This design comes from an exercise in tuning for small area and a short achievable clock period on the open sky130 flow, not from production work. Function was checked by simulation only, so behaviour that the tests miss may differ from the original. Power figures rest on the tool's default switching activity, not on a simulated workload.

<file path="flow/design.v">
module pdl_ctrl #(
   parameter int N       = 32,
   parameter int OUT_NUM = 8
) (
   input  logic                 clk,
   input  logic                 reset,
   input  logic                 cfg_valid,
   output logic                 cfg_ready,
   input  logic [7:0]           cfg_addr,
   input  logic [N-1:0]         cfg_data,
   output logic                 cfg_err,
   input  logic                 commit,
   input  logic                 arm,
   input  logic                 abort,
   input  logic                 ext_trigger,
   output logic [OUT_NUM-1:0]   ch_trigger,
   output logic [OUT_NUM*N-1:0] ch_dl,
   output logic [OUT_NUM*N-1:0] ch_wb,
   output logic                 busy,
   output logic                 commit_pending,
   output logic                 done
);
   logic [19:0] ld, kp;
   logic        err_d;
   logic        rst_q;
   pdl_decode u_decode (
      .cfg_valid(cfg_valid), .rst_q(rst_q), .cfg_addr(cfg_addr),
      .reset(reset), .ld(ld), .kp(kp), .err(err_d)
   );
   always_ff @(posedge clk) begin
      cfg_ready <= ~reset;
      rst_q     <= reset;
      cfg_err   <= err_d;
   end
   logic [N-1:0]       sh_dl  [OUT_NUM];
   logic [N-1:0]       sh_wb  [OUT_NUM];
   logic [OUT_NUM-1:0] sh_mask;
   logic [N-1:0]       sh_on, sh_off, sh_shots;
   logic [OUT_NUM-1:0] ld_dl, ld_wb, kp_dl, kp_wb;
   logic               ld_mask, ld_on, ld_off, ld_shots;
   logic               kp_mask, kp_on, kp_off, kp_shots;
   always_comb begin
      ld_dl    = ld[7:0];
      ld_wb    = ld[15:8];
      ld_mask  = ld[16];
      ld_on    = ld[17];
      ld_off   = ld[18];
      ld_shots = ld[19];
      kp_dl    = kp[7:0];
      kp_wb    = kp[15:8];
      kp_mask  = kp[16];
      kp_on    = kp[17];
      kp_off   = kp[18];
      kp_shots = kp[19];
   end
   always_ff @(posedge clk) begin
      for (int k = 0; k < OUT_NUM; k++) begin
         sh_dl[k] <= ({N{ld_dl[k]}} & cfg_data) | ({N{kp_dl[k]}} & sh_dl[k]);
         sh_wb[k] <= ({N{ld_wb[k]}} & cfg_data) | ({N{kp_wb[k]}} & sh_wb[k]);
      end
      sh_mask  <= ({OUT_NUM{ld_mask}} & cfg_data[OUT_NUM-1:0]) | ({OUT_NUM{kp_mask}} & sh_mask);
      sh_on    <= ({N{ld_on}}    & cfg_data) | ({N{kp_on}}    & sh_on);
      sh_off   <= ({N{ld_off}}   & cfg_data) | ({N{kp_off}}   & sh_off);
      sh_shots <= ({N{ld_shots}} & cfg_data) | ({N{kp_shots}} & sh_shots);
   end
   logic st_wait, st_on, st_off;
   logic idle;
   logic timer_one, shot_one;            
   logic last;                           
   logic do_copy;
   logic cp, hd;                         
   assign idle    = ~busy;
   assign do_copy = (commit & (idle | abort | last)) | (commit_pending & (abort | last));
   assign cp      = do_copy & ~reset;
   assign hd      = ~do_copy & ~reset;
   logic [N-1:0]       act_dl [OUT_NUM];
   logic [N-1:0]       act_wb [OUT_NUM];
   logic [OUT_NUM-1:0] act_mask;
   logic [N-1:0]       act_on, act_off, act_shots;
   always_ff @(posedge clk) begin
      for (int k = 0; k < OUT_NUM; k++) begin
         act_dl[k] <= ({N{cp}} & sh_dl[k]) | ({N{hd}} & act_dl[k]);
         act_wb[k] <= ({N{cp}} & sh_wb[k]) | ({N{hd}} & act_wb[k]);
      end
      act_mask  <= ({OUT_NUM{cp}} & sh_mask)  | ({OUT_NUM{hd}} & act_mask);
      act_on    <= ({N{cp}} & sh_on)    | ({N{hd}} & act_on);
      act_off   <= ({N{cp}} & sh_off)   | ({N{hd}} & act_off);
      act_shots <= ({N{cp}} & sh_shots) | ({N{hd}} & act_shots);
   end
   always_ff @(posedge clk) begin
      commit_pending <= ~reset & ~do_copy & (commit | commit_pending);
   end
   logic sync1, sync2, rise;
   always_ff @(posedge clk) begin
      sync1 <= ~reset & ext_trigger;
      sync2 <= ~reset & sync1;
   end
   assign rise = sync1 & ~sync2;
   logic [N-1:0] timer, shot;
   logic [N-1:0] on_v, off_v, shots_v;   
   logic         on_one, off_one, shots_one;
   logic         on_hz, off_hz, shots_hz, timer_hz, shot_hz;   
   logic         timer_two, shot_is2;
   pdl_hz u_on_hz    (.v(act_on),    .z(on_hz));
   pdl_hz u_off_hz   (.v(act_off),   .z(off_hz));
   pdl_hz u_shots_hz (.v(act_shots), .z(shots_hz));
   pdl_hz u_timer_hz (.v(timer),     .z(timer_hz));
   pdl_hz u_shot_hz  (.v(shot),      .z(shot_hz));
   assign timer_two = timer_hz & timer[1] & ~timer[0];
   assign shot_is2  = shot_hz  & shot[1]  & ~shot[0];
   always_comb begin
      on_one    = on_hz    & ~act_on[1];
      off_one   = off_hz   & ~act_off[1];
      shots_one = shots_hz & ~act_shots[1];
      on_v      = {act_on[N-1:1],    act_on[0]    | on_one};
      off_v     = {act_off[N-1:1],   act_off[0]   | off_one};
      shots_v   = {act_shots[N-1:1], act_shots[0] | shots_one};
   end
   logic run;                            
   logic tload;                          
   assign run   = st_on | st_off;
   assign tload = ~run | timer_one;
   logic [N-1:0] tld, timer_dec;
   logic         tz8, tz16, tz24;
   assign tld = st_on ? off_v : on_v;
   always_comb begin
      for (int i = 0; i < N; i++) begin
         logic brw;
         brw = 1'b1;
         for (int j = (i / 8) * 8; j < i; j++) brw = brw & ~timer[j];
         if (i >= 8  && i < 16) brw = brw & tz8;
         if (i >= 16 && i < 24) brw = brw & tz16;
         if (i >= 24)           brw = brw & tz24;
         timer_dec[i] = timer[i] ^ brw;
      end
   end
   always_ff @(posedge clk) begin
      if (tload) begin
         timer     <= tld;
         timer_one <= st_on ? off_one : on_one;
         tz8       <= (tld[7:0]  == '0);
         tz16      <= (tld[15:0] == '0);
         tz24      <= (tld[23:0] == '0);
      end else begin
         timer     <= timer_dec;
         timer_one <= timer_two;
         tz8       <= (timer[7:0]  == 8'd1);
         tz16      <= (timer[15:0] == 16'd1);
         tz24      <= (timer[23:0] == 24'd1);
      end
   end
   logic       shot_two, z8, z16, z24;
   logic       lz8, lz16, lz24;
   pdl_lowz u_lowz (.v(shot[23:0]), .z8(lz8), .z16(lz16), .z24(lz24));
   logic [N-1:0] shot_dec;
   always_comb begin
      for (int i = 0; i < N; i++) begin
         logic brw;
         brw = 1'b1;
         for (int j = (i / 8) * 8; j < i; j++) brw = brw & ~shot[j];
         if (i >= 8)  brw = brw & z8;
         if (i >= 16) brw = brw & z16;
         if (i >= 24) brw = brw & z24;
         shot_dec[i] = shot[i] ^ brw;
      end
   end
   always_ff @(posedge clk) begin
      shot_two <= shot_is2;
      z8       <= lz8;
      z16      <= lz16;
      z24      <= lz24;
      if (~run) begin
         shot     <= shots_v;
         shot_one <= shots_one;
      end else if (st_off & timer_one) begin
         shot     <= shot_dec;
         shot_one <= shot_two;
      end
   end
   logic mask_nz;
   assign mask_nz = |act_mask;
   always_ff @(posedge clk) begin
      if (reset | abort) begin
         st_wait    <= 1'b0;
         st_on      <= 1'b0;
         st_off     <= 1'b0;
         busy       <= 1'b0;
         last       <= 1'b0;
         done       <= 1'b0;
         ch_trigger <= '0;
      end else begin
         st_wait    <= (idle & arm & mask_nz) | (st_wait & ~rise);
         st_on      <= (st_wait & rise) | (st_on & ~timer_one) | (st_off & timer_one);
         st_off     <= (st_on & timer_one & ~shot_one) | (st_off & ~timer_one);
         busy       <= (idle & arm & mask_nz) | st_wait | st_off | (st_on & ~last);
         done       <= (idle & arm & ~mask_nz) | last;
         last       <= (st_wait & rise & on_one & shots_one)
                     | (st_on & ~timer_one & timer_two & shot_one)
                     | (st_off & timer_one & on_one & shot_two);
         ch_trigger <= ((st_wait & rise) | (st_on & ~timer_one) | (st_off & timer_one))
                       ? act_mask : '0;
      end
   end
   for (genvar k = 0; k < OUT_NUM; k++) begin : g_pack
      assign ch_dl[k*N +: N] = act_dl[k];
      assign ch_wb[k*N +: N] = act_wb[k];
   end
endmodule
module pdl_hz (
   input  logic [31:0] v,
   output logic        z
);
   assign z = ~|v[31:2];
endmodule
module pdl_lowz (
   input  logic [23:0] v,
   output logic        z8,
   output logic        z16,
   output logic        z24
);
   logic a, b, c;
   assign a   = ~|v[7:0];
   assign b   = ~|v[15:8];
   assign c   = ~|v[23:16];
   assign z8  = a;
   assign z16 = a & b;
   assign z24 = a & b & c;
endmodule
module pdl_decode (
   input  logic        cfg_valid,
   input  logic        rst_q,
   input  logic [7:0]  cfg_addr,
   input  logic        reset,
   output logic [19:0] ld,
   output logic [19:0] kp,
   output logic        err
);
   logic [19:0] hit;
   logic        miss;
   pdl_adec u_adec (.cfg_valid(cfg_valid), .cfg_addr(cfg_addr), .hit(hit), .miss(miss));
   pdl_sel  u_sel  (.hit(hit), .miss(miss), .rst_q(rst_q), .reset(reset),
                    .ld(ld), .kp(kp), .err(err));
endmodule
module pdl_adec (
   input  logic        cfg_valid,
   input  logic [7:0]  cfg_addr,
   output logic [19:0] hit,
   output logic        miss
);
   logic       g_dl, g_wb, g_cf;
   logic [7:0] lo;
   always_comb begin
      g_dl = cfg_valid & (cfg_addr[7:3] == 5'b00000);
      g_wb = cfg_valid & (cfg_addr[7:3] == 5'b01000);
      g_cf = cfg_valid & (cfg_addr[7:3] == 5'b10000) & ~cfg_addr[2];
      for (int k = 0; k < 8; k++) lo[k] = (cfg_addr[2:0] == 3'(k));
      for (int k = 0; k < 8; k++) begin
         hit[k]     = g_dl & lo[k];
         hit[8 + k] = g_wb & lo[k];
      end
      for (int k = 0; k < 4; k++) hit[16 + k] = g_cf & lo[k];
      miss = cfg_valid & ~(g_dl | g_wb | g_cf);
   end
endmodule
module pdl_sel (
   input  logic [19:0] hit,
   input  logic        miss,
   input  logic        rst_q,
   input  logic        reset,
   output logic [19:0] ld,
   output logic [19:0] kp,
   output logic        err
);
   always_comb begin
      ld  = hit & {20{~rst_q & ~reset}};
      kp  = ~hit & {20{~reset}};
      err = miss & ~rst_q & ~reset;
   end
endmodule
</file>
<file path="flow/constraint.sdc">
create_clock -name core_clock -period 3.4 [get_ports {clk}]
set_input_delay 0.6800 -clock core_clock [delete_from_list [all_inputs] [get_ports {clk}]]
set_output_delay 0.6800 -clock core_clock [all_outputs]
set_load 0.01 [all_outputs]
</file>
<file path="flow/standard.sh">
#!/bin/bash
# synth_recipe.tcl (not shown) runs the flow's synth.tcl, then flattens the netlist and writes it again
# the make line also repeats each setting of config.mk as NAME=value (left out here)
make -C /OpenROAD-flow-scripts/flow DESIGN_CONFIG=/design/flow/config.mk WORK_HOME=/design/flow/orfs CLKGATE_MAP_FILE= SYNTH_SCRIPT=/design/flow/synth_recipe.tcl "${@:-finish}"
</file>
<file path="flow/config.mk">
export PLATFORM = sky130hd
export DESIGN_NAME = pdl_ctrl
export DESIGN_NICKNAME = pdl_ctrl
export VERILOG_FILES = /design/flow/design.v
export SDC_FILE = /design/flow/constraint.sdc
export NUM_CORES = 4
export LEC_CHECK = 0
export CAP_MARGIN = 20
export CORE_MARGIN = 2
export CORE_UTILIZATION = 70
export CTS_CLUSTER_DIAMETER = 100
export CTS_CLUSTER_SIZE = 25
export SETUP_SLACK_MARGIN = 1.35
export SLEW_MARGIN = 20
export SYNTH_HIERARCHICAL = 1
export BUFFER_PORTS_ARGS = -buffer_cell sky130_fd_sc_hd__buf_2
export DONT_USE_CELLS += sky130_fd_sc_hd__or3_1 sky130_fd_sc_hd__or3_2 sky130_fd_sc_hd__or3_4 sky130_fd_sc_hd__or4_1 sky130_fd_sc_hd__or4_2 sky130_fd_sc_hd__or4_4 sky130_fd_sc_hd__or3b_1 sky130_fd_sc_hd__or3b_2 sky130_fd_sc_hd__or3b_4 sky130_fd_sc_hd__or4b_1 sky130_fd_sc_hd__or4b_2 sky130_fd_sc_hd__or4b_4 sky130_fd_sc_hd__or4bb_1 sky130_fd_sc_hd__or4bb_2 sky130_fd_sc_hd__or4bb_4
</file>
<file path="flow/flow/run.sh">
#!/bin/bash
# The standard layout with two changes, both made through config.mk:
#  - buffer_ports uses plain buf_2 cells for the port buffers instead of
#    the delay cells it picks by default;
#  - the slow OR3/OR4 cells are kept out of the combinational logic (they
#    are added to DONT_USE_CELLS; no register cell is affected).
# The make output goes to standard.log in the work folder; ORFS's own
# per-step logs stay under orfs/logs/.
set -euo pipefail
cat >> config.mk <<'EOF'
export BUFFER_PORTS_ARGS = -buffer_cell sky130_fd_sc_hd__buf_2
export DONT_USE_CELLS += sky130_fd_sc_hd__or3_1 sky130_fd_sc_hd__or3_2 sky130_fd_sc_hd__or3_4 sky130_fd_sc_hd__or4_1 sky130_fd_sc_hd__or4_2 sky130_fd_sc_hd__or4_4 sky130_fd_sc_hd__or3b_1 sky130_fd_sc_hd__or3b_2 sky130_fd_sc_hd__or3b_4 sky130_fd_sc_hd__or4b_1 sky130_fd_sc_hd__or4b_2 sky130_fd_sc_hd__or4b_4 sky130_fd_sc_hd__or4bb_1 sky130_fd_sc_hd__or4bb_2 sky130_fd_sc_hd__or4bb_4
EOF
bash standard.sh > standard.log 2>&1
</file>
==> impl_summary.txt, run 1 <==
----------------------------------------------------
[Global route]
  Remaining Overflow, GRT ... 0
  Global-route total usage across every layer ... between 30% and 40%
  Largest net degree at the start of global routing ... approximately 140
  First-pass GRT wire length ... 193 mm
  Initial antenna violation count ... 7
  Number of global-route vias before repair ... 30600

[Detailed routing]
  Detailed-router iteration count before antenna repair ... 6
  Routed wire length per instance ... 28.3 µm
  Routed wire length ... 130 mm
  Starting DRT DRC Count ... 3866
  Residual DRC count ... 0
  Detail-routed via count per cell ... 6.89
  Total number of vias ... 31600
  Number of nets with antenna violations after detailed routing ... 0

[Synth]
  Async set-reset flop share out of synthesis ... 0%
  Top-count cell post-synth ... dfxtp_1
  Synth cell count leaders ... dfxtp_1 (1292), a22o_1 (1232), clkbuf_1 (218)
  Number of warnings printed during yosys synthesis ... 13
  Number of distinct library cells after synthesis ... 56
  Sequential share of the synthesized area ... 62.9%
  Synthesized cell area ... 42700 µm²
  Flip-flop and latch count after synthesis ... ~1300
  Top cells by area in the synthesized netlist ... dfxtp_1 (61%), a22o_1 (25%), edfxtp_1 (2.3%), clkbuf_1 (1.9%), buf_6 (0.98%)
  Top cell type's share of synthesized area ... 60.6%
  Biggest area consumer among synthesized cells ... dfxtp_1
  Most used flip-flop cell after synthesis ... dfxtp_1
  Synthesized instance count ... 3427
  Mean post-synth cell area ... 12.5 µm²
  Syn Nets ... 3491
  Count of flip-flops with a built-in enable after synthesis ... 33

[Critical path]
  Reg-to-reg startpoint ... commit_pending
  Crit path required time ... approximately 2.7 ns
  Highest cell delay on the worst timing path ... 0.47 ns
  Worst path arrival time ... between 1 and 1.5 ns
  Crit path kind ... reg2out
  Sort of element at the start of the critical path ... flop
  Biggest fanout along the worst timing path ... 2
  Max stage delay cell, worst path ... dfxtp_1
  Kind of cell adding the most delay to the critical path ... flip-flops
  R2R depth ... 6
  Capturing element type of the critical path ... output pin
  Cell-by-cell trace of the critical path ... buf_2
  FF-to-FF End ... act_dl[1][7]
  Worst path bufs/invs ... 1
  Worst reg-to-reg setup slack ... 1.40 ns

[Clock tree]
  Depth of the CTS H-tree ... 2
  CTS buffer count ... 58
  Root buf cell ... clkbuf_16
  Clock Sink Count ... 1325
  TritonCTS clock tree ... built
  Number of buffers on the longest clock path ... 3
  Number of hold buffers added after CTS ... 0
  Clk Latency, worst-skew pair ... roughly 0.67 ns
  Clock-pin transition on the worst setup and hold timing paths ... 0.10 ns

[Hold path]
  Class of the worst hold path ... in2reg
  Hold Path Origin ... ext_trigger
  Hold endpoint ... sync1
  Number of stages on the worst hold path ... 2

[STA]
  Final total negative setup slack ... 0 ns
  Final worst-path cycle share ... 58.9%
  Crit path time final ... 2.00 ns
  Max Clock Skew ... 0.0168 ns
  Total of endpoints with negative setup slack in the final report ... 0
  Slew Limit Fails ... 0
  Max-Slew Margin vs Limit ... 30.4%
  Slew of the pin with the lowest slew margin ... 1.04 ns
  Hold Worst Slack ... between 0.2 and 0.25 ns
  Maximum frequency from static timing analysis ... roughly 500 MHz
  Final hold viol count ... 0
  Worst Slack Setup Final ... 1.40 ns
  Setup repair after global routing missed its margin ... true

[Place]
  Estimated wirelength of the detail-placed design ... 80.8 mm
  Worst slack after detailed placement ... between 0.8 and 0.9 ns
  Count of buffers inserted at the top-level ports ... 571
  GP Congestion ... 0.915

[Final layout]
  Filler Cell Count ... 3788
  Fin nets ... a little under 4000
  Area growth syn-to-layout ... 11.3%
  Fraction of layout cells with a size suffix above 1 ... 20.8%
  Final core utilization ... 78.8%

[Die]
  Die X-Extent ... 251 µm
  Number of standard-cell rows in the floorplan ... 90
  Area of the die ... between 60000 and 70000 µm²
  Number of top-level pins ... 572
  Core footprint ... 60400 µm²
  Die Span Y ... approximately 250 µm
  Initial Utilization ... 70.8%

[Job]
  Maximum capacitance violations ... 0

[Power and ir drop]
  Power density cells ... 511 nW/µm²
  IR Drop Worst-Case VDD ... 0.497 mV
  Reported leakage power ... between 20 and 25 nW

[Outcome]
  Status ... no timing/DRC/antenna violations

----------------------------------------------------
[final cells by class]
cell class / instances / area, µm² / share of cell area [%]
antenna: 4 / 10.0 / 0.0211
clock buffer: 64 / 1500 / 3.15
clock inverter: 2 / 28.8 / 0.0605
inverter: 24 / 90.1 / 0.189
multi-input combinational: 1731 / 14300 / 30.2
sequential: 1325 / 26900 / 56.5
tap: 782 / 978 / 2.06
timing repair buffer: 655 / 3730 / 7.85
[what timing repair did]
action,in CTS,in global routing
cloned,0,1
endpoints found under the hold margin,0,0
endpoints found under the setup margin,55,219
gates resized for setup,3,18
pin swaps,1,5
setup buffers,2,5
[power breakdown]
part           total [W]  switching, W  leakage [nW]  internal [W]
Clock            0.00777       0.00463         0.747       0.00314
Sequential        0.0156     0.0000181          10.8        0.0156
Combinational   0.000935      0.000779          8.75      0.000156
Total             0.0243       0.00543          20.3        0.0189
[placed cells by master (no fill, tap or decap), types with 11 or more instances in the layout]
master / count
dfxtp_1: 1288
a22o_1: 1232
buf_2: 570
buf_4: 66
clkbuf_16: 59
nand2_1: 48
nor4_1: 46
nor2_1: 43
o21ai_0: 38
edfxtp_1: 33
a21oi_1: 29
nor2b_1: 27
inv_1: 23
and3_1: 22
a211oi_1: 19
nor3b_4: 18
buf_12: 17
a31oi_1: 15
nor2_2: 15
mux2i_1: 14
xor2_1: 12
nand4_1: 11
ha_1: 11
[per-module statistics from Yosys, one instance, submodules excluded, a selection]
| module | area [µm²] | flip-flops and latches | copies in the design |
|---|---|---|---|
| pdl_ctrl | 41600 | 1325 | 1 |
| pdl_adec | 260 | 0 | 1 |
| pdl_lowz | 72.6 | 0 | 1 |
| pdl_hz | 70.1 | 0 | 5 |
| pdl_sel | 387 | 0 | 1 |
[worst max path at each step]
| stage | slack, ns | cells past startpoint | to | startpoint |
|---|---|---|---|---|
| 2_1_floorplan | 1.41 | 6 | sh_on[31] | cfg_addr[4] |
| 3_3_place_gp | 0.91 | 7 | sh_dl[2][15] | cfg_addr[4] |
| 3_5_place_dp | 0.87 | 7 | sh_dl[2][16] | cfg_addr[4] |
| 4_1_cts | 1.32 | 6 | timer[13] | st_on |
| 5_1_grt | 1.30 | 6 | shot[0] | st_on |
| 6_report | 1.40 | 1 | ch_wb[29] | act_wb[0][29] |
[metrics by stage]
step	std cells	instance area, µm²	total power (W)
3_5_place_dp	4509	45900	0.0168
2_1_floorplan	3427	42700	0.0165
3_3_place_gp	4509	45900	0.0168
6_report	4587	47500	0.0243
4_1_cts	4577	47400	0.0243
5_1_grt	4587	47500	0.0248
[kinds of logic after synthesis]
family	Yosys count	share of synthesized area, %
compound gates	1351	26.9
flops	1325	62.9
buf+inv	372	4.17
simple gates	325	4.73
xor+xnor	22	0.451
fa+ha+maj	17	0.498
mux	15	0.354
[registers in the layout, indices dropped and copies added, names as in the netlist, 256 cells and up]
| name | cells |
|---|---|
| act_dl | 256 |
| act_wb | 256 |
| sh_dl | 256 |
| sh_wb | 256 |
[per-layer routing]
metal  vias up  wire (µm)  track usage, %  share of wire (%)
met2      1739      58700            60.9                 45
li1      13700          -               -                  -
met5         -         13               0              0.010
met3       340      13300            9.31                 10
met1     15800      50500            52.9                 39
met4         2       7010            19.6                5.4
==> inputs of run 2 (changes only) <==
--- a/flow/config.mk
+++ b/flow/config.mk
@@ -7,7 +7,7 @@
 export LEC_CHECK = 0
 export CAP_MARGIN = 20
 export CORE_MARGIN = 2
-export CORE_UTILIZATION = 70
+export CORE_UTILIZATION = 60
 export CTS_CLUSTER_DIAMETER = 100
 export CTS_CLUSTER_SIZE = 25
 export SETUP_SLACK_MARGIN = 1.35
==> impl_summary.txt, run 2 <==
----------------------------------------------------
[Synth]
  Most used flip-flop cell after synthesis ... dfxtp_1
  Count of flip-flops with a built-in enable after synthesis ... 33
  Synth cell count leaders ... dfxtp_1 (1292), a22o_1 (1232), clkbuf_1 (218)
  Sequential share of the synthesized area ... a little over three fifths
  Top-count cell post-synth ... dfxtp_1
  Number of warnings printed during yosys synthesis ... 13
  Async set-reset flop share out of synthesis ... 0%
  Synthesized cell area ... 42700 µm²
  Number of distinct library cells after synthesis ... 56
  Biggest area consumer among synthesized cells ... dfxtp_1
  Top cells by area in the synthesized netlist ... dfxtp_1 (61%), a22o_1 (25%), edfxtp_1 (2.3%), clkbuf_1 (1.9%), buf_6 (0.98%)
  Flip-flop and latch count after synthesis ... between 1000 and 1500
  Syn Nets ... 3491
  Mean post-synth cell area ... between 10 and 15 µm²
  Top cell type's share of synthesized area ... 60.6%
  Synthesized instance count ... approximately 3400

[Clock tree]
  Root buf cell ... clkbuf_16
  Number of hold buffers added after CTS ... 0
  Number of buffers on the longest clock path ... 3
  TritonCTS clock tree ... built
  CTS buffer count ... 58
  Clk Latency, worst-skew pair ... 0.67 ns
  Clock-pin transition on the worst setup and hold timing paths ... 0.10 ns
  Clock Sink Count ... between 1000 and 1500
  Depth of the CTS H-tree ... 2

[Critical path]
  Worst Setup EP ... ch_wb[127]
  Worst path arrival time ... 1.36 ns
  Sort of element at the start of the critical path ... flop
  Reg-to-reg startpoint ... timer[0]
  Crit path kind ... reg2out
  Highest cell delay on the worst timing path ... 0.49 ns
  FF-to-FF End ... timer[7]
  Crit path required time ... 2.72 ns
  Kind of cell adding the most delay to the critical path ... flip-flops
  Worst path bufs/invs ... 1
  CP Depth ... 1
  Worst reg-to-reg setup slack ... between 1 and 1.5 ns
  R2R depth ... 10
  Max stage delay cell, worst path ... dfxtp_1
  Capturing element type of the critical path ... output pin
  Worst Setup SP ... act_wb[3][31]
  Biggest fanout along the worst timing path ... 3
  Cell-by-cell trace of the critical path ... buf_2

[Global route]
  Largest net degree at the start of global routing ... 117
  Number of global-route vias before repair ... 30000
  Global-route total usage across every layer ... 34.7%
  Remaining Overflow, GRT ... 0
  Initial antenna violation count ... 6
  First-pass GRT wire length ... 196 mm

[Power and ir drop]
  Switching pwr ... ~0.0055 W
  Register share of total power ... 64.1%
  Gate power share ... 3.8%
  Internal Power ... 0.0188 W
  Clock network fraction of design power ... between 30% and 40%
  Reported leakage power ... 20.2 nW
  Switching Fraction ... approximately 22%
  IR Drop Worst-Case VDD ... 0.501 mV
  Power density cells ... about 510 nW/µm²

[Detailed routing]
  Routed wire length per instance ... 28.0 µm
  Starting DRT DRC Count ... 3235
  Detail-routed via count per cell ... 6.58
  Detailed-router iteration count before antenna repair ... 5
  Total number of vias ... slightly above 30000
  Residual DRC count ... 0
  Number of nets with antenna violations after detailed routing ... 0
  Routed wire length ... 132 mm

[Die]
  Initial Utilization ... 60.8%
  Core footprint ... ~70000 µm²
  Die X-Extent ... 271 µm
  Number of standard-cell rows in the floorplan ... 97
  Number of top-level pins ... around 570
  Area of the die ... 73300 µm²
  Die Span Y ... between 200 and 300 µm

[Outcome]
  Status ... no timing/DRC/antenna violations

[STA]
  Slew of the pin with the lowest slew margin ... 1.09 ns
  Total of endpoints with negative setup slack in the final report ... 0
  Final total negative setup slack ... 0 ns
  Final worst-path cycle share ... 59.9%
  Setup repair after global routing missed its margin ... true
  Max-Slew Margin vs Limit ... 27.2%
  Crit path time final ... between 2 and 2.5 ns
  Maximum frequency from static timing analysis ... 491 MHz
  Final hold viol count ... 0
  Max Clock Skew ... 0.0268 ns
  Slew Limit Fails ... 0

[Final layout]
  Top library cells by usage in the layout, fill and taps aside ... dfxtp_1 (1289), a22o_1 (1232), buf_2 (570)
  Area growth syn-to-layout ... 11.4%
  Fin nets ... 3844
  Number of non-filler instances in the completed layout ... 4726
  Fraction of layout cells with a size suffix above 1 ... 20.5%
  Most frequent standard cell in the layout excluding fill and tap cells ... dfxtp_1
  Filler Cell Count ... ~5300

[Job]
  Maximum capacitance violations ... 0

[Place]
  Count of buffers inserted at the top-level ports ... 571
  Estimated wirelength of the detail-placed design ... a little over 80 mm
  GP Congestion ... 0.883
  Instance count after placement with tap cells included ... 4657

[Hold path]
  Class of the worst hold path ... in2reg

----------------------------------------------------
-- run 2: per-module statistics from Yosys, one instance, submodules excluded, excerpt --
module    copies in the design  cells inside  cell area (µm²)
pdl_lowz                     1             9             72.6
pdl_adec                     1            35              260
pdl_hz                       5            11             70.1
pdl_sel                      1            48              387
pdl_ctrl                     1          3280            41600
-- run 2: what timing repair did --
action | in CTS | in global routing
setup buffers | 3 | 0
endpoints found under the hold margin | 0 | 0
pin swaps | 0 | 4
endpoints found under the setup margin | 80 | 177
resized for setup | 4 | 15
-- run 2: worst min-delay path by stage --
stage                       startpoint             to  slack (ns)  depth (start not counted)
after floorplan                  rst_q        cfg_err        0.41                          1
after global placement      sh_off[24]    act_off[24]        0.45                          1
after detailed placement  sh_dl[4][16]  act_dl[4][16]        0.45                          1
after CTS                  ext_trigger          sync1        0.19                          2
after global routing       ext_trigger          sync1        0.23                          2
final                      ext_trigger          sync1        0.23                          2
-- run 2: final cells by class --
class,count,area (µm²),share of cell area [%]
antenna,2,5.00,0.0105
timing repair buffer,641,3610,7.58
tap,940,1180,2.47
clock inverter,1,8.76,0.0184
multi-input combinational,1730,14400,30.2
sequential,1325,26900,56.4
inverter,24,90.1,0.189
clock buffer,63,1490,3.13
-- run 2: metal layers --
metal / wire length (µm) / track usage (%) / vias to the layer above
li1: - / - / 13700
met5: 0 / 0 / -
met4: 5560 / 13.6 / 0
met1: 53700 / 45.9 / 15700
met2: 61500 / 55.4 / 1422
met3: 11400 / 7.92 / 255
-- run 2: per-stage QoR --
stage               hold slack (ns)  setup slack (ns)  total power, W  utilization [%]  instance area [µm²]
floorplan                     0.407              1.41          0.0165                -                42700
global placement              0.452             0.551          0.0168             65.4                46000
detailed placement            0.453             0.499          0.0169             65.4                46000
CTS                           0.191              1.36          0.0244             67.6                47500
global route                  0.234              1.31          0.0250             67.7                47600
finish                        0.229              1.36          0.0243             67.7                47600
-- run 2: power groups by stage --
stage	sequential [W]	combinational, W	clock (W)
finish	0.0156	0.000929	0.00779
global route	0.0156	0.000952	0.00842
CTS	0.0156	0.000907	0.00786
detailed placement	0.0160	0.000905	0
global placement	0.0160	0.000893	0
floorplan	0.0159	0.000549	0
-- run 2: logic make-up (layout without fill, tap and decap cells) --
group / Yosys count / count (layout) / synth area share, %
other: 0 / 2 / 0
AOI/OAI and AO/OA: 1351 / 1351 / 26.9
adders and majority gates: 17 / 17 / 0.498
and+or+nand+nor: 325 / 325 / 4.73
DFF: 1325 / 1325 / 62.9
muxes: 15 / 15 / 0.354
xor gates and xnor gates: 22 / 22 / 0.451
buffers and inverters: 372 / 729 / 4.17
==> inputs of run 3 (changes only) <==
--- a/flow/config.mk
+++ b/flow/config.mk
@@ -10,7 +10,7 @@
 export CORE_UTILIZATION = 60
 export CTS_CLUSTER_DIAMETER = 100
 export CTS_CLUSTER_SIZE = 25
-export SETUP_SLACK_MARGIN = 1.35
+export SETUP_SLACK_MARGIN = 1.65
 export SLEW_MARGIN = 20
 export SYNTH_HIERARCHICAL = 1
 export BUFFER_PORTS_ARGS = -buffer_cell sky130_fd_sc_hd__buf_2
==> impl_summary.txt, run 3 <==
----------------------------------------------------
[Outcome]
  Status ... no timing/DRC/antenna violations

[Final layout]
  Sequential cell area ... 27600 µm²
  Area growth syn-to-layout ... 25.2%
  Most frequent standard cell in the layout excluding fill and tap cells ... a22o_1
  Number of non-filler instances in the completed layout ... slightly below 5000
  Top library cells by usage in the layout, fill and taps aside ... a22o_1 (1232), dfxtp_1 (762), buf_6 (541)
  Fin nets ... 3980
  Filler Cell Count ... approximately 4400
  Area used by multi-input combinational logic ... 14800 µm²
  Fraction of layout cells with a size suffix above 1 ... 37.6%

[Power and ir drop]
  Total chip power ... 0.0246 W
  IR Drop Worst-Case VDD ... a little under 0.5 mV
  Clock network fraction of design power ... 32.0%
  Gate power share ... 4.5%
  Power density cells ... roughly 460 nW/µm²
  Internal Power ... 0.0189 W
  Switching Fraction ... 23.0%
  Register share of total power ... 63.4%
  Reported leakage power ... 21.8 nW
  Switching pwr ... 0.00564 W

[Clock tree]
  Clock-pin transition on the worst setup and hold timing paths ... around 0.10 ns
  Clk Latency, worst-skew pair ... between 0.6 and 0.7 ns
  Clock Sink Count ... 1325
  Number of hold buffers added after CTS ... 0
  CTS buffer count ... 58
  Depth of the CTS H-tree ... 2
  TritonCTS clock tree ... built
  Root buf cell ... clkbuf_16
  Number of buffers on the longest clock path ... 3

[Critical path]
  Highest cell delay on the worst timing path ... about 0.4 ns
  Crit path required time ... 2.72 ns
  CP Depth ... 1
  Capturing element type of the critical path ... output pin
  Worst Setup EP ... cfg_err
  Worst path bufs/invs ... 1
  Worst path arrival time ... 1.17 ns
  R2R depth ... 7
  Cell-by-cell trace of the critical path ... buf_6
  Biggest fanout along the worst timing path ... 1
  Worst reg-to-reg setup slack ... 1.56 ns
  FF-to-FF End ... tz24
  Crit path kind ... reg2out
  Worst Setup SP ... cfg_err
  Sort of element at the start of the critical path ... flop
  Kind of cell adding the most delay to the critical path ... flip-flops
  Reg-to-reg startpoint ... act_off[29]
  Max stage delay cell, worst path ... dfxtp_4

[STA]
  Total of endpoints with negative setup slack in the final report ... 0
  Slew Limit Fails ... 0
  Setup repair after global routing missed its margin ... true
  Max Clock Skew ... 0.0157 ns
  Crit path time final ... 1.85 ns
  Final worst-path cycle share ... 54.4%
  Final total negative setup slack ... 0 ns
  Maximum frequency from static timing analysis ... approximately 540 MHz
  Final hold viol count ... 0
  Slew of the pin with the lowest slew margin ... roughly 1.1 ns
  Max-Slew Margin vs Limit ... 25.6%

[Synth]
  Mean post-synth cell area ... around 12 µm²
  Most used flip-flop cell after synthesis ... dfxtp_1
  Number of warnings printed during yosys synthesis ... 13
  Count of flip-flops with a built-in enable after synthesis ... 33
  Async set-reset flop share out of synthesis ... 0%
  Synth cell count leaders ... dfxtp_1 (1292), a22o_1 (1232), clkbuf_1 (218)
  Number of distinct library cells after synthesis ... 56
  Top cell type's share of synthesized area ... between 60% and 70%
  Flip-flop and latch count after synthesis ... around 1300
  Sequential share of the synthesized area ... 62.9%
  Top cells by area in the synthesized netlist ... dfxtp_1 (61%), a22o_1 (25%), edfxtp_1 (2.3%), clkbuf_1 (1.9%), buf_6 (0.98%)
  Syn Nets ... 3491
  Biggest area consumer among synthesized cells ... dfxtp_1
  Synthesized cell area ... 42700 µm²
  Synthesized instance count ... 3427
  Top-count cell post-synth ... dfxtp_1

[Detailed routing]
  Total number of vias ... ~32000
  Detail-routed via count per cell ... 6.68
  Residual DRC count ... 0
  Detailed-router iteration count before antenna repair ... 5
  Number of nets with antenna violations after detailed routing ... 0
  Routed wire length per instance ... 29.6 µm
  Starting DRT DRC Count ... 3426
  Routed wire length ... 144 mm

[Global route]
  Remaining Overflow, GRT ... 0
  First-pass GRT wire length ... between 200 and 250 mm
  Number of global-route vias before repair ... between 30000 and 40000
  Global-route total usage across every layer ... 36.7%
  Initial antenna violation count ... 6
  Largest net degree at the start of global routing ... approximately 110

[Die]
  Initial Utilization ... 60.8%
  Die X-Extent ... between 200 and 300 µm
  Number of standard-cell rows in the floorplan ... 97
  Number of top-level pins ... 572
  Die Span Y ... about 270 µm
  Core footprint ... 70300 µm²
  Area of the die ... 73300 µm²

[Place]
  Estimated wirelength of the detail-placed design ... 81.6 mm
  GP Congestion ... 0.894
  Instance count after placement with tap cells included ... ~4700
  Count of buffers inserted at the top-level ports ... 571

[Job]
  Maximum capacitance violations ... 0

[Hold path]
  Class of the worst hold path ... in2reg

----------------------------------------------------
-- run 3: worst min-delay path by stage --
stage | start | to | slack (ns) | cells past startpoint
2_1_floorplan | rst_q | cfg_err | 0.41 | 1
3_3_place_gp | sync1 | sync2 | 0.43 | 2
3_5_place_dp | sync1 | sync2 | 0.44 | 2
4_1_cts | ext_trigger | sync1 | 0.21 | 2
5_1_grt | ext_trigger | sync1 | 0.23 | 2
6_report | ext_trigger | sync1 | 0.24 | 2
-- run 3: per-module statistics from Yosys, one instance, submodules excluded, excerpt --
module / flops+latches / area, µm²
pdl_ctrl: 1325 / 41600
pdl_sel: 0 / 387
pdl_adec: 0 / 260
pdl_lowz: 0 / 72.6
pdl_hz: 0 / 70.1
-- run 3: logic make-up (layout without fill, tap and decap cells) --
logic type,Yosys count,count (layout),synth area share [%]
xor gates and xnor gates,22,22,0.451
DFF,1325,1325,62.9
and+or+nand+nor,325,332,4.73
other,0,6,0
muxes,15,15,0.354
AOI/OAI and AO/OA,1351,1351,26.9
buffers and inverters,372,859,4.17
adders and majority gates,17,17,0.498
-- run 3: layout make-up --
class / instances / share of cell area [%]
repair buffers: 770 / 15.6
multi-input cells: 1737 / 27.7
clock inverters: 1 / 0.0164
inverters: 24 / 0.168
well taps: 940 / 2.20
flip-flops and latches: 1325 / 51.6
diodes: 6 / 0.0281
clock buffers: 64 / 2.80
-- run 3: routing by layer --
layer | GRT usage [%] | up-vias | part of all wire, %
li1 | - | 14000 | -
met1 | 47.6 | 16500 | 40
met2 | 56.7 | 1591 | 46
met3 | 9.63 | 375 | 9.2
met4 | 18.4 | 0 | 5.8
met5 | 0 | - | 0
-- run 3: power by group through the flow --
stage                     Combinational [W]  Sequential [W]  Clock, W
final                               0.00112          0.0156   0.00787
after global routing                0.00113          0.0156   0.00845
after CTS                          0.000968          0.0156   0.00788
after detailed placement           0.000901          0.0160         0
after global placement             0.000888          0.0160         0
after floorplan                    0.000577          0.0159         0
-- run 3: timing repair --
| item | 4_1_cts | 5_1_grt |
|---|---|---|
| buffers inserted | 80 | 41 |
| pin swaps | 16 | 18 |
| cloned | 7 | 17 |
| resized for setup | 1278 | 89 |
| setup endpoints to repair | 1771 | 1389 |
-- run 3: metrics by stage --
step / utilization [%] / instance area, µm² / setup WS (ns) / hold WS, ns
final: 76.1 / 53500 / 1.55 / 0.238
after global routing: 76.1 / 53500 / 1.45 / 0.228
after CTS: 74.6 / 52400 / 1.51 / 0.215
after detailed placement: 65.5 / 46000 / 0.693 / 0.439
after global placement: 65.5 / 46000 / 0.770 / 0.433
after floorplan: - / 43300 / 1.56 / 0.407
==> inputs of run 4 (changes only) <==
--- a/flow/config.mk
+++ b/flow/config.mk
@@ -10,7 +10,7 @@
 export CORE_UTILIZATION = 60
 export CTS_CLUSTER_DIAMETER = 100
 export CTS_CLUSTER_SIZE = 25
-export SETUP_SLACK_MARGIN = 1.65
+export SETUP_SLACK_MARGIN = 1.8
 export SLEW_MARGIN = 20
 export SYNTH_HIERARCHICAL = 1
 export BUFFER_PORTS_ARGS = -buffer_cell sky130_fd_sc_hd__buf_2
==> impl_summary.txt, run 4 <==
----------------------------------------------------
[Critical path]
  Highest cell delay on the worst timing path ... 0.39 ns
  Worst reg-to-reg setup slack ... 1.50 ns
  Biggest fanout along the worst timing path ... 32
  Crit path kind ... in2reg
  Capturing element type of the critical path ... flop
  Max stage delay cell, worst path ... a22o_1
  Cell-by-cell trace of the critical path ... buf_12, buf_4, nor3_2, and3_1, nor3b_4, buf_8, a22o_1
  Crit path required time ... 3.96 ns
  Sort of element at the start of the critical path ... input port
  Worst path arrival time ... 2.51 ns

[Final layout]
  Area used by multi-input combinational logic ... 15000 µm²
  Most frequent standard cell in the layout excluding fill and tap cells ... a22o_1
  Top library cells by usage in the layout, fill and taps aside ... a22o_1 (1232), dfxtp_1 (747), buf_6 (568)
  Fraction of layout cells with a size suffix above 1 ... between 40% and 50%
  Area growth syn-to-layout ... 41.3%
  Filler Cell Count ... between 3000 and 4000
  Final cell area excluding filler cells ... 60400 µm²
  Sequential cell area ... 27600 µm²
  Fin nets ... 4320
  Final core utilization ... 85.9%

[STA]
  Final total negative setup slack ... 0 ns
  Final worst-path cycle share ... 57.6%
  Max Clock Skew ... roughly 0.036 ns
  Slew Limit Fails ... 0
  Total of endpoints with negative setup slack in the final report ... 0
  Slew of the pin with the lowest slew margin ... 1.17 ns
  Max-Slew Margin vs Limit ... between 20 and 25%
  Final hold viol count ... 0
  Maximum frequency from static timing analysis ... 511 MHz
  Crit path time final ... 1.96 ns
  Setup repair after global routing missed its margin ... true

[Power and ir drop]
  Power density cells ... approximately 430 nW/µm²
  IR Drop Worst-Case VDD ... a little under 0.5 mV
  Reported leakage power ... 24.9 nW

[Synth]
  Flip-flop and latch count after synthesis ... between 1000 and 1500
  Number of warnings printed during yosys synthesis ... 13
  Sequential share of the synthesized area ... 62.9%
  Syn Nets ... 3491
  Most used flip-flop cell after synthesis ... dfxtp_1
  Top-count cell post-synth ... dfxtp_1
  Synthesized cell area ... 42700 µm²
  Biggest area consumer among synthesized cells ... dfxtp_1
  Mean post-synth cell area ... 12.5 µm²
  Count of flip-flops with a built-in enable after synthesis ... 33
  Synthesized instance count ... 3427
  Top cells by area in the synthesized netlist ... dfxtp_1 (61%), a22o_1 (25%), edfxtp_1 (2.3%), clkbuf_1 (1.9%), buf_6 (0.98%)
  Top cell type's share of synthesized area ... 60.6%
  Number of distinct library cells after synthesis ... 56
  Async set-reset flop share out of synthesis ... 0%
  Synth cell count leaders ... dfxtp_1 (1292), a22o_1 (1232), clkbuf_1 (218)

[Clock tree]
  Clk Latency, worst-skew pair ... between 0.6 and 0.7 ns
  TritonCTS clock tree ... built
  Depth of the CTS H-tree ... 2
  Number of buffers on the longest clock path ... 3
  Root buf cell ... clkbuf_16
  CTS buffer count ... 58
  Clock-pin transition on the worst setup and hold timing paths ... 0.10 ns
  Number of hold buffers added after CTS ... 0
  Clock Sink Count ... about 1300

[Detailed routing]
  Total number of vias ... between 30000 and 40000
  Routed wire length per instance ... about 36 µm
  Detailed-router iteration count before antenna repair ... 6
  Residual DRC count ... 0
  Starting DRT DRC Count ... 4772
  Number of nets with antenna violations after detailed routing ... 0
  Detail-routed via count per cell ... 7.12
  Routed wire length ... about 190 mm

[Hold path]
  Class of the worst hold path ... in2reg

[Global route]
  Global-route total usage across every layer ... 42.7%
  Remaining Overflow, GRT ... 0
  Initial antenna violation count ... 10
  Number of global-route vias before repair ... 33600
  Largest net degree at the start of global routing ... 60
  First-pass GRT wire length ... 235 mm

[Outcome]
  Status ... no timing/DRC/antenna violations

[Place]
  Count of buffers inserted at the top-level ports ... 571
  Estimated wirelength of the detail-placed design ... 85.8 mm
  Cell area after placement ... 46300 µm²
  GP Congestion ... roughly 0.88

[Die]
  Area of the die ... 73300 µm²
  Die Span Y ... 271 µm
  Number of top-level pins ... 572
  Core footprint ... 70300 µm²
  Initial Utilization ... 60.8%
  Die X-Extent ... 271 µm
  Number of standard-cell rows in the floorplan ... just under 100

[Job]
  Maximum capacitance violations ... 0

----------------------------------------------------
run 4: cell counts after synthesis:
No cell type changed its count.
run 4: area by class of cell:
cell class,count,area share (%)
Tap cell,940,1.95
Timing Repair Buffer,1109,24.8
Sequential cell,1325,45.7
Clock buffer,65,2.48
Inverter,24,0.149
Multi-Input combinational cell,1738,24.9
Antenna cell,6,0.0249
Clock inverter,1,0.0145
run 4: modules after synthesis (local to each module, per instance), a selection:
module / cells / flip-flops and latches
pdl_ctrl: 3280 / 1325
pdl_sel: 48 / 0
pdl_adec: 35 / 0
pdl_lowz: 9 / 0
pdl_hz: 11 / 0
run 4: metal layers:
metal  up-vias  GRT usage, %  share of wire, %
met2      3117          67.9                44
met5         -             0             0.026
li1      14700             -                 -
met3       864          10.6                13
met4         8          22.1               8.8
met1     18300          54.1                34
run 4: path summary, 6_finish.rpt:
path / from / to / cells after the start
setup / recovery: cfg_addr[5] / sh_wb[6][21] / 7
hold / removal: ext_trigger / sync1 / 2
setup reg to reg: shot[1] / shot[7] / 9
hold reg to reg: sync1 / sync2 / 2
run 4: kinds of logic (layout without fill, tap and decap cells):
| logic type | Yosys count | in the layout | synth area share, % |
|---|---|---|---|
| adders and majority gates | 17 | 17 | 0.498 |
| and+or+nand+nor | 325 | 333 | 4.73 |
| other | 0 | 6 | 0 |
| DFF | 1325 | 1325 | 62.9 |
| buffers and inverters | 372 | 1199 | 4.17 |
| xor gates and xnor gates | 22 | 22 | 0.451 |
| AOI/OAI and AO/OA | 1351 | 1351 | 26.9 |
| muxes | 15 | 15 | 0.354 |
run 4: timing repair:
item	CTS	global route
buffers inserted	174	117
pin swaps	125	308
gates resized for setup	1568	170
endpoints found under the hold margin	0	0
cloned	102	71
endpoints found under the setup margin	1811	1674
run 4: where the power goes:
group	total [W]	switching, W	internal [W]
combinational	0.00223	0.00128	0.000949
clock	0.00806	0.00493	0.00313
sequential	0.0156	0.0000118	0.0156
total	0.0259	0.00622	0.0196
run 4: critical path, delay by kind of cell:
kind / cells / cell delay (ns)
buffers and inverters: 3 / 0.52
AO/OA/AOI/OAI: 1 / 0.39
AND/OR/NAND/NOR: 3 / 0.90
run 4: per-stage QoR:
step	setup WS [ns]	cells	power, W	hold WS [ns]
2_1_floorplan	1.56	3427	0.0165	0.407
3_3_place_gp	0.826	4671	0.0169	0.427
3_5_place_dp	0.769	4672	0.0169	0.440
4_1_cts	1.50	5014	0.0252	0.224
5_1_grt	1.45	5206	0.0263	0.289
6_report	1.44	5208	0.0259	0.304
==> inputs of run 5 (changes only) <==
--- a/flow/config.mk
+++ b/flow/config.mk
@@ -10,7 +10,7 @@
 export CORE_UTILIZATION = 60
 export CTS_CLUSTER_DIAMETER = 100
 export CTS_CLUSTER_SIZE = 25
-export SETUP_SLACK_MARGIN = 1.8
+export SETUP_SLACK_MARGIN = 1.55
 export SLEW_MARGIN = 20
 export SYNTH_HIERARCHICAL = 1
 export BUFFER_PORTS_ARGS = -buffer_cell sky130_fd_sc_hd__buf_2
==> impl_summary.txt, run 5 <==
----------------------------------------------------
[Critical path]
  R2R depth ... 9
  Worst path arrival time ... roughly 1.2 ns
  Worst reg-to-reg setup slack ... 1.55 ns
  Sort of element at the start of the critical path ... flop
  Reg-to-reg startpoint ... shot[1]
  Worst path bufs/invs ... 1
  Kind of cell adding the most delay to the critical path ... flip-flops
  CP Depth ... 1
  Crit path kind ... reg2out
  Crit path required time ... 2.72 ns
  Max stage delay cell, worst path ... dfxtp_4
  Cell-by-cell trace of the critical path ... buf_6
  FF-to-FF End ... shot[7]
  Highest cell delay on the worst timing path ... 0.40 ns
  Biggest fanout along the worst timing path ... 2
  Capturing element type of the critical path ... output pin

[Clock tree]
  Clock Sink Count ... 1325
  Depth of the CTS H-tree ... 2
  Number of buffers on the longest clock path ... 3
  Clock-pin transition on the worst setup and hold timing paths ... about 0.090 ns
  Clk Latency, worst-skew pair ... 0.67 ns
  CTS buffer count ... 58
  TritonCTS clock tree ... built
  Root buf cell ... clkbuf_16

[STA]
  Hold Worst Slack ... 0.259 ns
  Slew Limit Fails ... 0
  Maximum frequency from static timing analysis ... 537 MHz
  Final hold viol count ... 0
  Max-Slew Margin vs Limit ... 20.1%
  Total of endpoints with negative setup slack in the final report ... 0
  Final worst-path cycle share ... 54.8%
  Setup repair after global routing missed its margin ... true
  Crit path time final ... ~1.9 ns
  Slew of the pin with the lowest slew margin ... 1.20 ns
  Max Clock Skew ... 0.0170 ns
  Final total negative setup slack ... 0 ns

[Power and ir drop]
  Switching pwr ... 0.00556 W
  Internal Power ... 0.0188 W
  Power density cells ... 478 nW/µm²
  Reported leakage power ... 21.1 nW
  Gate power share ... under 10%
  Switching Fraction ... between 20% and 30%
  Register share of total power ... 63.9%
  Clock network fraction of design power ... 32.0%
  IR Drop Worst-Case VDD ... approximately 0.48 mV

[Synth]
  Count of flip-flops with a built-in enable after synthesis ... 33
  Syn Nets ... 3491
  Number of distinct library cells after synthesis ... 56
  Number of warnings printed during yosys synthesis ... 13
  Synthesized cell area ... around 43000 µm²
  Async set-reset flop share out of synthesis ... 0%
  Flip-flop and latch count after synthesis ... 1325
  Top cell type's share of synthesized area ... 60.6%
  Biggest area consumer among synthesized cells ... dfxtp_1
  Synthesized instance count ... roughly 3400
  Top-count cell post-synth ... dfxtp_1
  Most used flip-flop cell after synthesis ... dfxtp_1
  Mean post-synth cell area ... around 12 µm²
  Synth cell count leaders ... dfxtp_1 (1292), a22o_1 (1232), clkbuf_1 (218)
  Sequential share of the synthesized area ... 62.9%
  Top cells by area in the synthesized netlist ... dfxtp_1 (61%), a22o_1 (25%), edfxtp_1 (2.3%), clkbuf_1 (1.9%), buf_6 (0.98%)

[Final layout]
  Fraction of layout cells with a size suffix above 1 ... between 30% and 40%
  Fin nets ... about 4000
  Most frequent standard cell in the layout excluding fill and tap cells ... a22o_1
  Top library cells by usage in the layout, fill and taps aside ... a22o_1 (1232), dfxtp_1 (802), dfxtp_2 (482)
  Area growth syn-to-layout ... 19.4%

[Global route]
  Initial antenna violation count ... 6
  Global-route total usage across every layer ... 35.6%
  Number of global-route vias before repair ... between 30000 and 40000
  Remaining Overflow, GRT ... 0
  First-pass GRT wire length ... around 200 mm
  Largest net degree at the start of global routing ... 177

[Die]
  Number of standard-cell rows in the floorplan ... 97
  Die Span Y ... 271 µm
  Number of top-level pins ... about 570
  Initial Utilization ... 60.8%
  Core footprint ... 70300 µm²
  Die X-Extent ... 271 µm
  Area of the die ... 73300 µm²

[Outcome]
  Status ... no timing/DRC/antenna violations

[Place]
  Estimated wirelength of the detail-placed design ... ~83 mm
  GP Congestion ... 0.911
  Count of buffers inserted at the top-level ports ... between 500 and 600

[Hold path]
  Class of the worst hold path ... in2reg
  Hold endpoint ... commit_pending
  Hold Path Origin ... commit
  Number of stages on the worst hold path ... 2

[Job]
  Maximum capacitance violations ... 0

[Detailed routing]
  Total number of vias ... 31700
  Starting DRT DRC Count ... 3312
  Residual DRC count ... 0
  Detail-routed via count per cell ... 6.63
  Routed wire length per instance ... 28.8 µm
  Detailed-router iteration count before antenna repair ... 5
  Routed wire length ... 138 mm
  Number of nets with antenna violations after detailed routing ... 0

----------------------------------------------------
run 5: per-layer routing:
layer / wire, µm / vias up / global-route usage (%)
met5: 0 / - / 0
met4: 5850 / 0 / 14.4
met3: 13000 / 259 / 8.93
met2: 64800 / 1512 / 57.4
met1: 54000 / 16100 / 45.7
li1: - / 13800 / -
run 5: cells by family after synthesis:
logic type / Yosys count / synth area share, %
and+or+nand+nor: 325 / 4.73
AOI/OAI and AO/OA: 1351 / 26.9
DFF: 1325 / 62.9
adders and majority gates: 17 / 0.498
buffers and inverters: 372 / 4.17
muxes: 15 / 0.354
xor gates and xnor gates: 22 / 0.451
run 5: Yosys stat by module, one instance, submodules excluded, excerpt:
| module | cells | area (µm²) |
|---|---|---|
| pdl_ctrl | 3280 | 41600 |
| pdl_hz | 11 | 70.1 |
| pdl_sel | 48 | 387 |
| pdl_lowz | 9 | 72.6 |
| pdl_adec | 35 | 260 |
run 5: area by class of cell:
cell class | count | area [µm²]
Sequential cell | 1325 | 27500
Fill cell | 4823 | 19300
Multi-Input combinational cell | 1732 | 14500
Timing Repair Buffer | 700 | 6210
Clock buffer | 61 | 1460
Tap cell | 940 | 1180
Inverter | 24 | 90.1
Clock inverter | 3 | 33.8
Antenna cell | 2 | 5.00
run 5: power by group through the flow:
stage | registers, W | clock network (W) | logic [W]
6_report | 0.0156 | 0.00780 | 0.00101
3_3_place_gp | 0.0160 | 0 | 0.000907
4_1_cts | 0.0156 | 0.00782 | 0.000938
3_5_place_dp | 0.0160 | 0 | 0.000921
2_1_floorplan | 0.0159 | 0 | 0.000553
5_1_grt | 0.0156 | 0.00841 | 0.00102
run 5: timing repair:
item | 4_1_cts | 5_1_grt
buffers inserted | 21 | 24
cloned | 1 | 5
pin swaps | 7 | 13
resized for setup | 826 | 247
endpoints found under the setup margin | 889 | 1156
hold buffers | 0 | 0
run 5: how the worst max path moves through the flow:
stage,start,to
3_5_place_dp,cfg_addr[4],sh_dl[2][17]
3_3_place_gp,cfg_addr[4],sh_wb[4][31]
4_1_cts,st_on,timer[14]
5_1_grt,shot[1],shot[7]
2_1_floorplan,cfg_addr[6],sh_off[31]
6_report,act_wb[0][10],ch_wb[10]
run 5: metrics by stage:
stage | power [W] | setup slack (ns) | instance area, µm² | std cells | utilization [%]
6_report | 0.0244 | 1.54 | 51000 | 4787 | 72.6
5_1_grt | 0.0250 | 1.49 | 51000 | 4787 | 72.6
4_1_cts | 0.0243 | 1.49 | 49900 | 4756 | 71.0
3_5_place_dp | 0.0169 | 0.811 | 46100 | 4670 | 65.6
3_3_place_gp | 0.0169 | 0.600 | 46100 | 4669 | 65.6
2_1_floorplan | 0.0165 | 1.46 | 42900 | 3427 | -
==> inputs of run 6 (changes only) <==
--- a/flow/config.mk
+++ b/flow/config.mk
@@ -10,7 +10,7 @@
 export CORE_UTILIZATION = 60
 export CTS_CLUSTER_DIAMETER = 100
 export CTS_CLUSTER_SIZE = 25
-export SETUP_SLACK_MARGIN = 1.55
+export SETUP_SLACK_MARGIN = 1.6
 export SLEW_MARGIN = 20
 export SYNTH_HIERARCHICAL = 1
 export BUFFER_PORTS_ARGS = -buffer_cell sky130_fd_sc_hd__buf_2
==> impl_summary.txt, run 6 <==
----------------------------------------------------
[STA]
  Worst Slack Setup Final ... 1.53 ns
  Max Clock Skew ... 0.0339 ns
  Final hold viol count ... 0
  Final total negative setup slack ... 0 ns
  Slew of the pin with the lowest slew margin ... 1.15 ns
  Final worst-path cycle share ... roughly 55%
  Total of endpoints with negative setup slack in the final report ... 0
  Slew Limit Fails ... 0
  Max-Slew Margin vs Limit ... 22.8%
  Setup repair after global routing missed its margin ... true
  Maximum frequency from static timing analysis ... 536 MHz
  Crit path time final ... approximately 1.9 ns

[Synth]
  Count of flip-flops with a built-in enable after synthesis ... 33
  Biggest area consumer among synthesized cells ... dfxtp_1
  Async set-reset flop share out of synthesis ... 0%
  Flip-flop and latch count after synthesis ... approximately 1300
  Top-count cell post-synth ... dfxtp_1
  Number of warnings printed during yosys synthesis ... 13
  Synthesized cell area ... 42700 µm²
  Top cells by area in the synthesized netlist ... dfxtp_1 (61%), a22o_1 (25%), edfxtp_1 (2.3%), clkbuf_1 (1.9%), buf_6 (0.98%)
  Mean post-synth cell area ... 12.5 µm²
  Syn Nets ... 3491
  Synthesized instance count ... around 3400
  Top cell type's share of synthesized area ... 60.6%
  Synth cell count leaders ... dfxtp_1 (1292), a22o_1 (1232), clkbuf_1 (218)
  Most used flip-flop cell after synthesis ... dfxtp_1
  Sequential share of the synthesized area ... 62.9%
  Number of distinct library cells after synthesis ... 56

[Clock tree]
  Clock-pin transition on the worst setup and hold timing paths ... about 0.1 ns
  Root buf cell ... clkbuf_16
  Depth of the CTS H-tree ... 2
  TritonCTS clock tree ... built
  CTS buffer count ... 58
  Number of buffers on the longest clock path ... 3
  Clk Latency, worst-skew pair ... 0.68 ns
  Clock Sink Count ... 1325

[Die]
  Die Span Y ... 271 µm
  Area of the die ... 73300 µm²
  Initial Utilization ... approximately three fifths
  Core footprint ... 70300 µm²
  Number of top-level pins ... approximately 570
  Die X-Extent ... 271 µm
  Number of standard-cell rows in the floorplan ... 97

[Place]
  Cell area after placement ... 46000 µm²
  Count of buffers inserted at the top-level ports ... 571
  GP Congestion ... between 0.8 and 0.9
  Estimated wirelength of the detail-placed design ... 81.0 mm
  Worst slack after detailed placement ... 0.833 ns
  Instance count after placement with tap cells included ... 4657

[Final layout]
  Filler Cell Count ... between 4000 and 5000
  Most frequent standard cell in the layout excluding fill and tap cells ... a22o_1
  Area growth syn-to-layout ... 23.6%
  Final cell area excluding filler cells ... 52800 µm²
  Fraction of layout cells with a size suffix above 1 ... 37.1%
  Top library cells by usage in the layout, fill and taps aside ... a22o_1 (1232), dfxtp_1 (759), buf_6 (532)
  Fin nets ... 3950
  Number of non-filler instances in the completed layout ... 4834

[Job]
  Maximum capacitance violations ... 0

[Detailed routing]
  Routed wire length ... ~140 mm
  Detailed-router iteration count before antenna repair ... 6
  Total number of vias ... 31700
  Number of nets with antenna violations after detailed routing ... 0
  Starting DRT DRC Count ... around 3300
  Detail-routed via count per cell ... about 6.6
  Residual DRC count ... 0
  Routed wire length per instance ... around 29 µm

[Power and ir drop]
  Power density cells ... 463 nW/µm²
  Reported leakage power ... 21.5 nW
  Total chip power ... 0.0244 W
  IR Drop Worst-Case VDD ... 0.438 mV

[Global route]
  First-pass GRT wire length ... between 200 and 250 mm
  Largest net degree at the start of global routing ... 130
  Remaining Overflow, GRT ... 0
  Initial antenna violation count ... 6
  Global-route total usage across every layer ... 35.8%
  Number of global-route vias before repair ... 30600

[Hold path]
  Number of stages on the worst hold path ... 2
  Class of the worst hold path ... in2reg

[Critical path]
  Highest cell delay on the worst timing path ... 0.40 ns
  Crit path kind ... reg2out
  CP Depth ... 1
  Capturing element type of the critical path ... output pin
  Worst path bufs/invs ... 1
  Crit path required time ... 2.72 ns
  R2R depth ... 9
  Kind of cell adding the most delay to the critical path ... flip-flops
  Biggest fanout along the worst timing path ... 2
  Worst reg-to-reg setup slack ... ~1.5 ns
  Max stage delay cell, worst path ... dfxtp_4
  Sort of element at the start of the critical path ... flop
  Worst path arrival time ... 1.19 ns
  Cell-by-cell trace of the critical path ... buf_6

[Outcome]
  Status ... no timing/DRC/antenna violations

----------------------------------------------------
==> run 6: cell counts after synthesis <==
Identical to the previous run, type by type.
==> run 6: stage by stage <==
step	hold WS (ns)	utilization [%]
finish	0.222	75.1
global route	0.228	75.1
floorplan	0.407	-
CTS	0.195	74.4
global placement	0.436	65.5
detailed placement	0.441	65.5
==> run 6: kinds of logic (layout without fill, tap and decap cells) <==
group	after synthesis	count (layout)	synth area share, %
XOR/XNOR	22	22	0.451
AND/OR/NAND/NOR	325	328	4.73
AO/OA/AOI/OAI	1351	1351	26.9
flip-flops	1325	1325	62.9
multiplexers	15	15	0.354
other	0	2	0
adder cells (fa/ha/maj)	17	17	0.498
buffers and inverters	372	834	4.17
==> run 6: per-module statistics from Yosys, one instance, submodules excluded, a selection <==
module | flip-flops and latches | times used | area [µm²]
pdl_ctrl | 1325 | 1 | 41600
pdl_lowz | 0 | 1 | 72.6
pdl_hz | 0 | 5 | 70.1
pdl_sel | 0 | 1 | 387
pdl_adec | 0 | 1 | 260
==> run 6: final timing paths <==
check / start / to
setup / recovery: act_wb[5][8] / ch_wb[168]
hold reg to reg: sync1 / sync2
setup reg to reg: shot[1] / shot[7]
hold / removal: ext_trigger / sync1
==> run 6: per-layer routing <==
| layer | wire, µm | up-vias | track usage (%) |
|---|---|---|---|
| li1 | - | 13900 | - |
| met4 | 7170 | 2 | 16.2 |
| met3 | 12400 | 316 | 8.14 |
| met2 | 63300 | 1494 | 56.1 |
| met1 | 55000 | 16000 | 47.4 |
| met5 | 13 | - | 0 |
==> run 6: power by group <==
group | total [W] | switching (W) | internal (W) | leakage [nW]
sequential | 0.0156 | 0.0000157 | 0.0156 | 11.1
combinational | 0.00100 | 0.000828 | 0.000172 | 9.68
clock | 0.00784 | 0.00470 | 0.00314 | 0.747
total | 0.0244 | 0.00555 | 0.0189 | 21.5
==> run 6: area by class of cell <==
cell class	count	area [µm²]	area share (%)
Multi-Input combinational cell	1733	14600	27.7
Timing Repair Buffer	744	7790	14.8
Clock inverter	2	28.8	0.0545
Tap cell	940	1180	2.23
Clock buffer	64	1500	2.83
Antenna cell	2	5.00	0.00948
Sequential cell	1325	27600	52.2
Inverter	24	90.1	0.171
==> run 6: timing repair <==
action / 4_1_cts / 5_1_grt
resized for setup: 1278 / 47
buffers inserted: 75 / 27
pin swaps: 15 / 12
endpoints found under the setup margin: 1509 / 1284
cloned: 3 / 4
hold buffers: 0 / 0
hold endpoints to repair: 0 / 0
==> inputs of run 7 (changes only) <==
--- a/flow/config.mk
+++ b/flow/config.mk
@@ -7,10 +7,10 @@
 export LEC_CHECK = 0
 export CAP_MARGIN = 20
 export CORE_MARGIN = 2
-export CORE_UTILIZATION = 60
+export CORE_UTILIZATION = 55
 export CTS_CLUSTER_DIAMETER = 100
 export CTS_CLUSTER_SIZE = 25
-export SETUP_SLACK_MARGIN = 1.6
+export SETUP_SLACK_MARGIN = 1.5
 export SLEW_MARGIN = 20
 export SYNTH_HIERARCHICAL = 1
 export BUFFER_PORTS_ARGS = -buffer_cell sky130_fd_sc_hd__buf_2
==> impl_summary.txt, run 7 <==
----------------------------------------------------
[Outcome]
  Status ... no timing/DRC/antenna violations

[Synth]
  Async set-reset flop share out of synthesis ... 0%
  Most used flip-flop cell after synthesis ... dfxtp_1
  Flip-flop and latch count after synthesis ... 1325
  Count of flip-flops with a built-in enable after synthesis ... 33
  Sequential share of the synthesized area ... a little over three fifths
  Top-count cell post-synth ... dfxtp_1
  Biggest area consumer among synthesized cells ... dfxtp_1
  Synth cell count leaders ... dfxtp_1 (1292), a22o_1 (1232), clkbuf_1 (218)
  Number of warnings printed during yosys synthesis ... 13
  Top cell type's share of synthesized area ... 60.6%
  Synthesized instance count ... 3427
  Top cells by area in the synthesized netlist ... dfxtp_1 (61%), a22o_1 (25%), edfxtp_1 (2.3%), clkbuf_1 (1.9%), buf_6 (0.98%)
  Mean post-synth cell area ... 12.5 µm²
  Number of distinct library cells after synthesis ... 56
  Synthesized cell area ... 42700 µm²
  Syn Nets ... around 3500

[Final layout]
  Final cell area excluding filler cells ... 48700 µm²
  Fin nets ... approximately 3900
  Fraction of layout cells with a size suffix above 1 ... roughly a quarter
  Filler Cell Count ... 6054
  Most frequent standard cell in the layout excluding fill and tap cells ... a22o_1
  Area growth syn-to-layout ... 13.9%
  Top library cells by usage in the layout, fill and taps aside ... a22o_1 (1232), dfxtp_1 (1179), buf_2 (448)
  Number of non-filler instances in the completed layout ... around 4900

[Power and ir drop]
  Power density cells ... 502 nW/µm²
  Internal Power ... 0.0189 W
  Switching pwr ... 0.00557 W
  Clock network fraction of design power ... 32.1%
  Switching Fraction ... 22.8%
  Gate power share ... around 4.1%
  Reported leakage power ... 20.5 nW
  Total chip power ... ~0.024 W
  IR Drop Worst-Case VDD ... 0.463 mV
  Register share of total power ... ~64%

[Die]
  Die X-Extent ... around 280 µm
  Number of top-level pins ... roughly 570
  Core footprint ... 77200 µm²
  Area of the die ... 79900 µm²
  Die Span Y ... 283 µm
  Initial Utilization ... 55.3%
  Number of standard-cell rows in the floorplan ... between 100 and 150

[Global route]
  First-pass GRT wire length ... 194 mm
  Remaining Overflow, GRT ... 0
  Number of global-route vias before repair ... 29200
  Largest net degree at the start of global routing ... 109
  Global-route total usage across every layer ... between 30% and 40%
  Initial antenna violation count ... 9

[STA]
  Max Clock Skew ... 0.0399 ns
  Slew of the pin with the lowest slew margin ... 1.09 ns
  Maximum frequency from static timing analysis ... 532 MHz
  Final worst-path cycle share ... a little under three fifths
  Max-Slew Margin vs Limit ... a little over a quarter
  Hold Worst Slack ... 0.266 ns
  Final hold viol count ... 0
  Setup repair after global routing missed its margin ... true
  Crit path time final ... 1.88 ns
  Final total negative setup slack ... 0 ns
  Slew Limit Fails ... 0
  Total of endpoints with negative setup slack in the final report ... 0

[Detailed routing]
  Residual DRC count ... 0
  Routed wire length per instance ... 27.9 µm
  Starting DRT DRC Count ... 2634
  Detail-routed via count per cell ... 6.34
  Total number of vias ... 30700
  Routed wire length ... approximately 140 mm
  Number of nets with antenna violations after detailed routing ... 0
  Detailed-router iteration count before antenna repair ... 6

[Critical path]
  Cell-by-cell trace of the critical path ... buf_4
  Worst path bufs/invs ... 1
  Biggest fanout along the worst timing path ... 2
  Max stage delay cell, worst path ... dfxtp_2
  Crit path required time ... approximately 2.7 ns
  Sort of element at the start of the critical path ... flop
  Highest cell delay on the worst timing path ... 0.37 ns
  Crit path kind ... reg2out
  Worst path arrival time ... 1.20 ns
  Kind of cell adding the most delay to the critical path ... flip-flops
  Capturing element type of the critical path ... output pin

[Clock tree]
  Root buf cell ... clkbuf_16
  Clk Latency, worst-skew pair ... 0.69 ns
  TritonCTS clock tree ... built
  Depth of the CTS H-tree ... 2
  Number of buffers on the longest clock path ... 3
  Clock Sink Count ... 1325
  CTS buffer count ... 58
  Clock-pin transition on the worst setup and hold timing paths ... roughly 0.10 ns

[Place]
  Cell area after placement ... 46200 µm²
  Instance count after placement with tap cells included ... ~4800
  Estimated wirelength of the detail-placed design ... 84.2 mm
  GP Congestion ... 0.860
  Count of buffers inserted at the top-level ports ... 571

[Job]
  Maximum capacitance violations ... 0

[Hold path]
  Class of the worst hold path ... in2reg

----------------------------------------------------
## run 7: cell counts after synthesis
No cell type changed its count.
## run 7: cell families (layout without fill, tap and decap cells)
family	Yosys count	in the layout	share of synthesized area [%]
compound gates	1351	1351	26.9
flops	1325	1325	62.9
buf+inv	372	753	4.17
simple gates	325	325	4.73
xor+xnor	22	22	0.451
fa+ha+maj	17	17	0.498
mux	15	15	0.354
other cells	0	3	0
## run 7: metal layers
metal  part of all wire, %  vias to the layer above  global-route usage [%]
li1                      -                    13700                       -
met1                    41                    15600                    41.8
met2                    47                     1143                    52.1
met3                   8.3                      228                    8.56
met4                   3.6                        2                    11.3
met5                0.0096                        -                       0
## run 7: per-stage QoR
stage                     util, %  setup WS, ns
final                        63.0          1.52
after global routing         63.0          1.47
after CTS                    62.2          1.49
after detailed placement     59.8         0.569
after global placement       59.8         0.607
after floorplan                 -          1.41
## run 7: power groups by stage
stage                     clock, W  combinational, W  sequential [W]
after CTS                  0.00793          0.000948          0.0156
after detailed placement         0          0.000939          0.0160
after global routing       0.00847           0.00103          0.0156
after floorplan                  0          0.000549          0.0159
after global placement           0          0.000924          0.0160
final                      0.00785           0.00100          0.0156
## run 7: per-module statistics from Yosys (local to each module, per instance), excerpt
module / cell area (µm²) / cells inside
pdl_ctrl: 41600 / 3280
pdl_sel: 387 / 48
pdl_adec: 260 / 35
pdl_lowz: 72.6 / 9
pdl_hz: 70.1 / 11
## run 7: area by class of cell
cell class / count / area, µm² / area share (%)
diodes: 3 / 7.51 / 0.0154
multi-input cells: 1730 / 14400 / 29.7
clock buffers: 63 / 1490 / 3.06
inverters: 24 / 90.1 / 0.185
repair buffers: 665 / 4310 / 8.87
well taps: 1040 / 1300 / 2.67
flip-flops and latches: 1325 / 27000 / 55.5
clock inverters: 1 / 8.76 / 0.0180
## run 7: what timing repair did
item,CTS,global route
pin swaps,4,7
setup endpoints to repair,905,687
gates cloned,0,5
setup buffers,6,5
hold buffers,0,0
gates resized for setup,123,181
## run 7: path summary, 6_finish.rpt
kind	start	slack, ns	cells past startpoint	end
worst max register to register	last	1.55	5	act_wb[6][24]
worst max-delay path	act_wb[0][3]	1.52	1	ch_wb[3]
worst min-delay path	commit	0.27	2	commit_pending
worst min register to register	sh_dl[4][28]	0.47	1	act_dl[4][28]
